What follows belongs to an exercise in optimizing a design on an open flow for small area; a production flow would make more cautious choices. The RTL was checked by simulation tests, not by an equivalence proof against the original design. Power figures rest on the tool's default switching activity, not on a simulated workload.

==> flow/design.v <==
package dct_pkg;
    typedef logic signed [15:0] coef_t;
    typedef logic signed [15:0] sample_t;
    localparam int PROD_SHIFT = 8;   
    function automatic coef_t dct_coef(input logic [2:0] k, input logic [2:0] j);
        case ({k, j})
            6'o00: dct_coef = 16'sd1448;
            6'o01: dct_coef = 16'sd2008;
            6'o02: dct_coef = 16'sd1892;
            6'o03: dct_coef = 16'sd1702;
            6'o04: dct_coef = 16'sd1448;
            6'o05: dct_coef = 16'sd1137;
            6'o06: dct_coef = 16'sd783;
            6'o07: dct_coef = 16'sd399;
            6'o10: dct_coef = 16'sd1448;
            6'o11: dct_coef = 16'sd1702;
            6'o12: dct_coef = 16'sd783;
            6'o13: dct_coef = -16'sd399;
            6'o14: dct_coef = -16'sd1448;
            6'o15: dct_coef = -16'sd2008;
            6'o16: dct_coef = -16'sd1892;
            6'o17: dct_coef = -16'sd1137;
            6'o20: dct_coef = 16'sd1448;
            6'o21: dct_coef = 16'sd1137;
            6'o22: dct_coef = -16'sd783;
            6'o23: dct_coef = -16'sd2008;
            6'o24: dct_coef = -16'sd1448;
            6'o25: dct_coef = 16'sd399;
            6'o26: dct_coef = 16'sd1892;
            6'o27: dct_coef = 16'sd1702;
            6'o30: dct_coef = 16'sd1448;
            6'o31: dct_coef = 16'sd399;
            6'o32: dct_coef = -16'sd1892;
            6'o33: dct_coef = -16'sd1137;
            6'o34: dct_coef = 16'sd1448;
            6'o35: dct_coef = 16'sd1702;
            6'o36: dct_coef = -16'sd783;
            6'o37: dct_coef = -16'sd2008;
            6'o40: dct_coef = 16'sd1448;
            6'o41: dct_coef = -16'sd399;
            6'o42: dct_coef = -16'sd1892;
            6'o43: dct_coef = 16'sd1137;
            6'o44: dct_coef = 16'sd1448;
            6'o45: dct_coef = -16'sd1702;
            6'o46: dct_coef = -16'sd783;
            6'o47: dct_coef = 16'sd2008;
            6'o50: dct_coef = 16'sd1448;
            6'o51: dct_coef = -16'sd1137;
            6'o52: dct_coef = -16'sd783;
            6'o53: dct_coef = 16'sd2008;
            6'o54: dct_coef = -16'sd1448;
            6'o55: dct_coef = -16'sd399;
            6'o56: dct_coef = 16'sd1892;
            6'o57: dct_coef = -16'sd1702;
            6'o60: dct_coef = 16'sd1448;
            6'o61: dct_coef = -16'sd1702;
            6'o62: dct_coef = 16'sd783;
            6'o63: dct_coef = 16'sd399;
            6'o64: dct_coef = -16'sd1448;
            6'o65: dct_coef = 16'sd2008;
            6'o66: dct_coef = -16'sd1892;
            6'o67: dct_coef = 16'sd1137;
            6'o70: dct_coef = 16'sd1448;
            6'o71: dct_coef = -16'sd2008;
            6'o72: dct_coef = 16'sd1892;
            6'o73: dct_coef = -16'sd1702;
            6'o74: dct_coef = 16'sd1448;
            6'o75: dct_coef = -16'sd1137;
            6'o76: dct_coef = 16'sd783;
            6'o77: dct_coef = -16'sd399;
            default: dct_coef = '0;
        endcase
    endfunction
    function automatic logic [3:0] csd_mag(input logic [2:0] k, input logic [2:0] j);
        logic [1:0] kk;
        logic [3:0] v;
        kk = k[2] ? ~k[1:0] : k[1:0];
        case ({kk, j})
            5'o00: v = 4'h3;
            5'o01: v = 4'h6;
            5'o02: v = 4'h0;
            5'o03: v = 4'h7;
            5'o04: v = 4'h3;
            5'o05: v = 4'h5;
            5'o06: v = 4'h1;
            5'o07: v = 4'h4;
            5'o10: v = 4'h3;
            5'o11: v = 4'h7;
            5'o12: v = 4'h1;
            5'o13: v = 4'hc;
            5'o14: v = 4'hb;
            5'o15: v = 4'he;
            5'o16: v = 4'h8;
            5'o17: v = 4'hd;
            5'o20: v = 4'h3;
            5'o21: v = 4'h5;
            5'o22: v = 4'h9;
            5'o23: v = 4'he;
            5'o24: v = 4'hb;
            5'o25: v = 4'h4;
            5'o26: v = 4'h0;
            5'o27: v = 4'h7;
            5'o30: v = 4'h3;
            5'o31: v = 4'h4;
            5'o32: v = 4'h8;
            5'o33: v = 4'hd;
            5'o34: v = 4'h3;
            5'o35: v = 4'h7;
            5'o36: v = 4'h9;
            5'o37: v = 4'he;
            default: v = 4'h0;
        endcase
        csd_mag = {v[3] ^ (k[2] & j[0]), v[2:0]};
    endfunction
    function automatic logic [6:0] csd_step(input logic [2:0] m, input logic [2:0] t);
        case ({m, t})
            6'o00: csd_step = 7'h15;
            6'o01: csd_step = 7'h17;
            6'o02: csd_step = 7'h4b;
            6'o03: csd_step = 7'h62;
            6'o10: csd_step = 7'h09;
            6'o11: csd_step = 7'h08;
            6'o12: csd_step = 7'h44;
            6'o13: csd_step = 7'h70;
            6'o30: csd_step = 7'h05;
            6'o31: csd_step = 7'h07;
            6'o32: csd_step = 7'h03;
            6'o33: csd_step = 7'h4a;
            6'o34: csd_step = 7'h68;
            6'o40: csd_step = 7'h17;
            6'o41: csd_step = 7'h10;
            6'o42: csd_step = 7'h49;
            6'o43: csd_step = 7'h64;
            6'o50: csd_step = 7'h07;
            6'o51: csd_step = 7'h0a;
            6'o52: csd_step = 7'h40;
            6'o53: csd_step = 7'h74;
            6'o60: csd_step = 7'h15;
            6'o61: csd_step = 7'h53;
            6'o62: csd_step = 7'h6b;
            6'o70: csd_step = 7'h05;
            6'o71: csd_step = 7'h19;
            6'o72: csd_step = 7'h07;
            6'o73: csd_step = 7'h11;
            6'o74: csd_step = 7'h43;
            6'o75: csd_step = 7'h6b;
            default: csd_step = 7'h00;
        endcase
    endfunction
endpackage
package sram_map_pkg;
    typedef logic [17:0] sram_addr_t;
    typedef logic [15:0] sram_data_t;
    localparam int BLOCK_DIM = 8;
    localparam int BLOCK_SIZE = 64;
    localparam int SRAM_READ_LATENCY = 2;    
    typedef logic [6:0] buf_addr_t;   
    function automatic sram_addr_t pixel_addr(input logic [31:0] width,
                                              input sram_addr_t prow,
                                              input sram_addr_t pcol);
        sram_addr_t addr;
        addr = pcol;
        for (int b = 0; b < 18; b++) begin
            if (width[b])
                addr = addr + (prow << b);
        end
        pixel_addr = addr;
    endfunction
endpackage
`timescale 1ns/1ps
module idct_stage1_top #(
    parameter int BLOCK_COLS = 40,
    parameter int BLOCK_ROWS = 30,
    parameter int RESULT_BASE = 76800
) (
    input  logic       CLOCK,
    input  logic       Resetn,
    input  logic       start,
    input  sram_map_pkg::sram_data_t sram_read_data,
    output sram_map_pkg::sram_addr_t sram_address,
    output sram_map_pkg::sram_data_t sram_write_data,
    output logic       sram_we_n,
    output logic       busy,
    output logic       done
);
    localparam int NSEG = BLOCK_COLS * BLOCK_ROWS * sram_map_pkg::BLOCK_DIM;   
    localparam int RES_SEG = RESULT_BASE / sram_map_pkg::BLOCK_DIM;
    logic        run;        
    logic [13:0] seg;        
    logic [2:0]  j;          
    logic [2:0]  k;          
    logic [2:0]  t;          
    logic        tail;       
    logic [29:0] acc;        
    logic        cr;         
    logic [6:0]  step;
    logic [3:0]  mag;
    logic [3:0]  e;
    logic        neg, last, adv;
    logic        clr, wcyc, lastout, start_go;
    logic [2:0]  ka;
    assign mag  = dct_pkg::csd_mag(k, j);
    assign step = dct_pkg::csd_step(mag[2:0], t);
    assign e    = step[3:0];
    assign neg  = step[4] ^ mag[3];
    assign last = step[5];
    assign adv  = step[6] & !tail;
    assign clr     = tail && t == 3'd3;    
    assign wcyc    = tail && t == 3'd1;
    assign lastout = seg == 14'(NSEG - 1) && j == 3'd7;
    assign done      = run && wcyc && lastout;
    assign busy      = run && !(wcyc && lastout);
    assign sram_we_n = !(run && wcyc);
    assign start_go  = start && !busy;
    assign ka = k + 3'(adv);
    assign sram_address = wcyc ? {15'(seg) + 15'(RES_SEG), j} : {1'b0, seg, ka};
    logic        ovf;
    assign ovf = !(&acc[29:23] || !(|acc[29:23]));
    assign sram_write_data = ovf ? {acc[29], {15{!acc[29]}}} : acc[23:8];
    logic        nt;
    logic [15:0] sx;
    logic [29:0] addend;
    logic [29:0] acc_in;
    logic [29:0] sum;
    assign nt     = neg && !tail;
    assign sx     = (sram_read_data & {16{!tail}}) ^ {16{nt}};
    assign addend = ({{14{sx[15]}}, sx} << e) | ({30{nt}} & ~({30{1'b1}} << e));
    assign acc_in = acc;
    logic [30:0] cy;
    logic [29:0] hs;
    assign cy[0]  = nt;
    assign cy[15] = cr;
    for (genvar i = 0; i < 30; i++) begin : g_add
        assign hs[i]  = acc_in[i] ^ addend[i];
        assign sum[i] = hs[i] ^ cy[i];
        if (i != 14)
            assign cy[i+1] = (acc_in[i] & addend[i]) | (cy[i] & hs[i]);
    end
    always_ff @(posedge CLOCK) begin
        acc <= {sum[29:8] & {22{!clr}}, sum[7:0] & {8{!(last || clr)}}};
        cr  <= ((acc_in[14] & addend[14]) | (cy[14] & hs[14])) && !clr;
    end
    always_ff @(posedge CLOCK or negedge Resetn) begin
        if (!Resetn) begin
            run <= 1'b0;
        end else if (start_go) begin
            run <= 1'b1;
        end else if (wcyc && lastout) begin
            run <= 1'b0;
        end
    end
    always_ff @(posedge CLOCK) begin
        if (start_go) begin
            seg  <= '0;
            j    <= '0;
            k    <= '0;
            t    <= 3'd2;
            tail <= 1'b1;
        end else if (!tail) begin
            if (last) begin
                t <= '0;
                k <= k + 3'd1;
                if (k == 3'd7)
                    tail <= 1'b1;
            end else begin
                t <= t + 3'd1;
            end
        end else begin
            if (t == 3'd3) begin
                t <= '0;
                tail <= 1'b0;
            end else begin
                t <= t + 3'd1;
            end
            if (t == 3'd1) begin
                j <= j + 3'd1;
                if (j == 3'd7)
                    seg <= seg + 14'd1;
            end
        end
    end
endmodule
==> flow/config.mk <==
export PLATFORM = sky130hd
export DESIGN_NAME = idct_stage1_top
export DESIGN_NICKNAME = idct_stage1_top
export VERILOG_FILES = /design/flow/design.v
export SDC_FILE = /design/flow/constraint.sdc
export NUM_CORES = 4
export LEC_CHECK = 0
export CAP_MARGIN = 5
export CORE_MARGIN = 2
export CORE_UTILIZATION = 40
export CTS_BUF_LIST = sky130_fd_sc_hd__clkbuf_8
export SLEW_MARGIN = 5
==> flow/constraint.sdc <==
create_clock -name core_clock -period 12.0 [get_ports {CLOCK}]
set_input_delay 2.4000 -clock core_clock [delete_from_list [all_inputs] [get_ports {CLOCK}]]
set_output_delay 2.4000 -clock core_clock [all_outputs]
set_load 0.01 [all_outputs]
standard.sh (not shown) runs the stock make flow with config.mk's settings and CLKGATE_MAP_FILE= SYNTH_SCRIPT=/design/flow/synth_recipe.tcl, a recipe that flattens the netlist after the stock synthesis.
==> flow/flow/run.sh <==
#!/bin/bash
# Layout flow: the standard flow (standard.sh), with three changes:
# - Yosys's technology mapping step runs ABC with flow/abc_map.script
#   (area-oriented mapping, no delay-driven buffering or upsizing) instead of
#   ORFS's abc_speed.script;
# - every input and output port still gets its own buffer, but a
#   sky130_fd_sc_hd__buf_1 (buffer_ports -buffer_cell);
# - clock tree synthesis with larger sink clusters and no dummy loads.
# Everything else, including the synthesis script synth_recipe.tcl, the
# registers it makes, floorplan, power grid, placement, CTS and routing, is the
# standard flow's.
set -euo pipefail
cd "$(dirname "$0")/.."
W=$PWD
rm -rf "$W/scripts_mod"
cp -r "$FLOW_HOME/scripts" "$W/scripts_mod"
cp "$W/flow/abc_map.script" "$W/scripts_mod/abc_speed.script"
# standard.sh with ORFS's scripts folder pointed at the copy
CTS="-repair_clock_nets -buf_list sky130_fd_sc_hd__clkbuf_8 -dont_use_dummy_load"
sed "s|^make -C |make SCRIPTS_DIR=$W/scripts_mod BUFFER_PORTS_ARGS='-buffer_cell sky130_fd_sc_hd__buf_1' CTS_ARGS='$CTS' -C |" standard.sh > standard_mod.sh
grep -q "SCRIPTS_DIR=" standard_mod.sh
bash standard_mod.sh finish > "$W/flow_make.log" 2>&1
test -s "$W/out/final.def"
==> flow/flow/abc_map.script <==
strash
dc2
&get -n
&dch -f
&nf -R 1000 -p
&put
Edit:
--- a/flow/design.v
+++ b/flow/design.v
@@ -77,33 +77,33 @@
         kk = k[2] ? ~k[1:0] : k[1:0];
         case ({kk, j})
-            5'o00: v = 4'h3;
+            5'o00: v = 4'h2;
             5'o01: v = 4'h6;
             5'o02: v = 4'h0;
             5'o03: v = 4'h7;
-            5'o04: v = 4'h3;
+            5'o04: v = 4'h2;
             5'o05: v = 4'h5;
             5'o06: v = 4'h1;
             5'o07: v = 4'h4;
-            5'o10: v = 4'h3;
+            5'o10: v = 4'h2;
             5'o11: v = 4'h7;
             5'o12: v = 4'h1;
             5'o13: v = 4'hc;
-            5'o14: v = 4'hb;
+            5'o14: v = 4'ha;
             5'o15: v = 4'he;
             5'o16: v = 4'h8;
             5'o17: v = 4'hd;
-            5'o20: v = 4'h3;
+            5'o20: v = 4'h2;
             5'o21: v = 4'h5;
             5'o22: v = 4'h9;
             5'o23: v = 4'he;
-            5'o24: v = 4'hb;
+            5'o24: v = 4'ha;
             5'o25: v = 4'h4;
             5'o26: v = 4'h0;
             5'o27: v = 4'h7;
-            5'o30: v = 4'h3;
+            5'o30: v = 4'h2;
             5'o31: v = 4'h4;
             5'o32: v = 4'h8;
             5'o33: v = 4'hd;
-            5'o34: v = 4'h3;
+            5'o34: v = 4'h2;
             5'o35: v = 4'h7;
             5'o36: v = 4'h9;
@@ -123,9 +123,9 @@
             6'o12: csd_step = 7'h44;
             6'o13: csd_step = 7'h70;
-            6'o30: csd_step = 7'h05;
-            6'o31: csd_step = 7'h07;
-            6'o32: csd_step = 7'h03;
-            6'o33: csd_step = 7'h4a;
-            6'o34: csd_step = 7'h68;
+            6'o20: csd_step = 7'h05;
+            6'o21: csd_step = 7'h07;
+            6'o22: csd_step = 7'h03;
+            6'o23: csd_step = 7'h4a;
+            6'o24: csd_step = 7'h68;
             6'o40: csd_step = 7'h17;
             6'o41: csd_step = 7'h10;
@@ -136,7 +136,7 @@
             6'o52: csd_step = 7'h40;
             6'o53: csd_step = 7'h74;
-            6'o60: csd_step = 7'h15;
-            6'o61: csd_step = 7'h53;
-            6'o62: csd_step = 7'h6b;
+            6'o60: csd_step = 7'h0b;
+            6'o61: csd_step = 7'h55;
+            6'o62: csd_step = 7'h73;
             6'o70: csd_step = 7'h05;
             6'o71: csd_step = 7'h19;
Effect: Sequential power hardly moves. First-iteration DRC count drops by about 25%. Via count climbs by 1.2%. Final area climbs by about 0.46%. Power drops by 1.4%. Global-route usage climbs by 0.63 points. Sequential cell count is unchanged. Setup slack is better by 0.68 ns.

-- port drivers added, routing unchanged --
The results above use ideal ports. As a check the final layouts listed here were re-extracted and re-timed, cells and wires unchanged.
Step 1 assumes that a clkbuf_16 drives the clock port and a buf_2 every other input.
Step 2 adds t to the input delays and takes it off the output delays; t is the mean of the earliest and latest rising clock arrival at the registers after step 1. Input paths then give back, and output paths get back, about the clock's delay inside the block.
Three values: ideal ports, drivers, drivers and shift; two values: the first two.
| run | t (ns) | setup slack, ns | worst data-port slew with drivers (ns) | cell pins on the clock port's net |
|---|---|---|---|---|
| the first run | 0.344 | 1.374 / 1.374 / 1.374 | 0.03 | 1 |
| the second run | 0.344 | 2.056 / 2.056 / 2.056 | 0.06 | 1 |
After both steps every run listed still meets setup and hold.
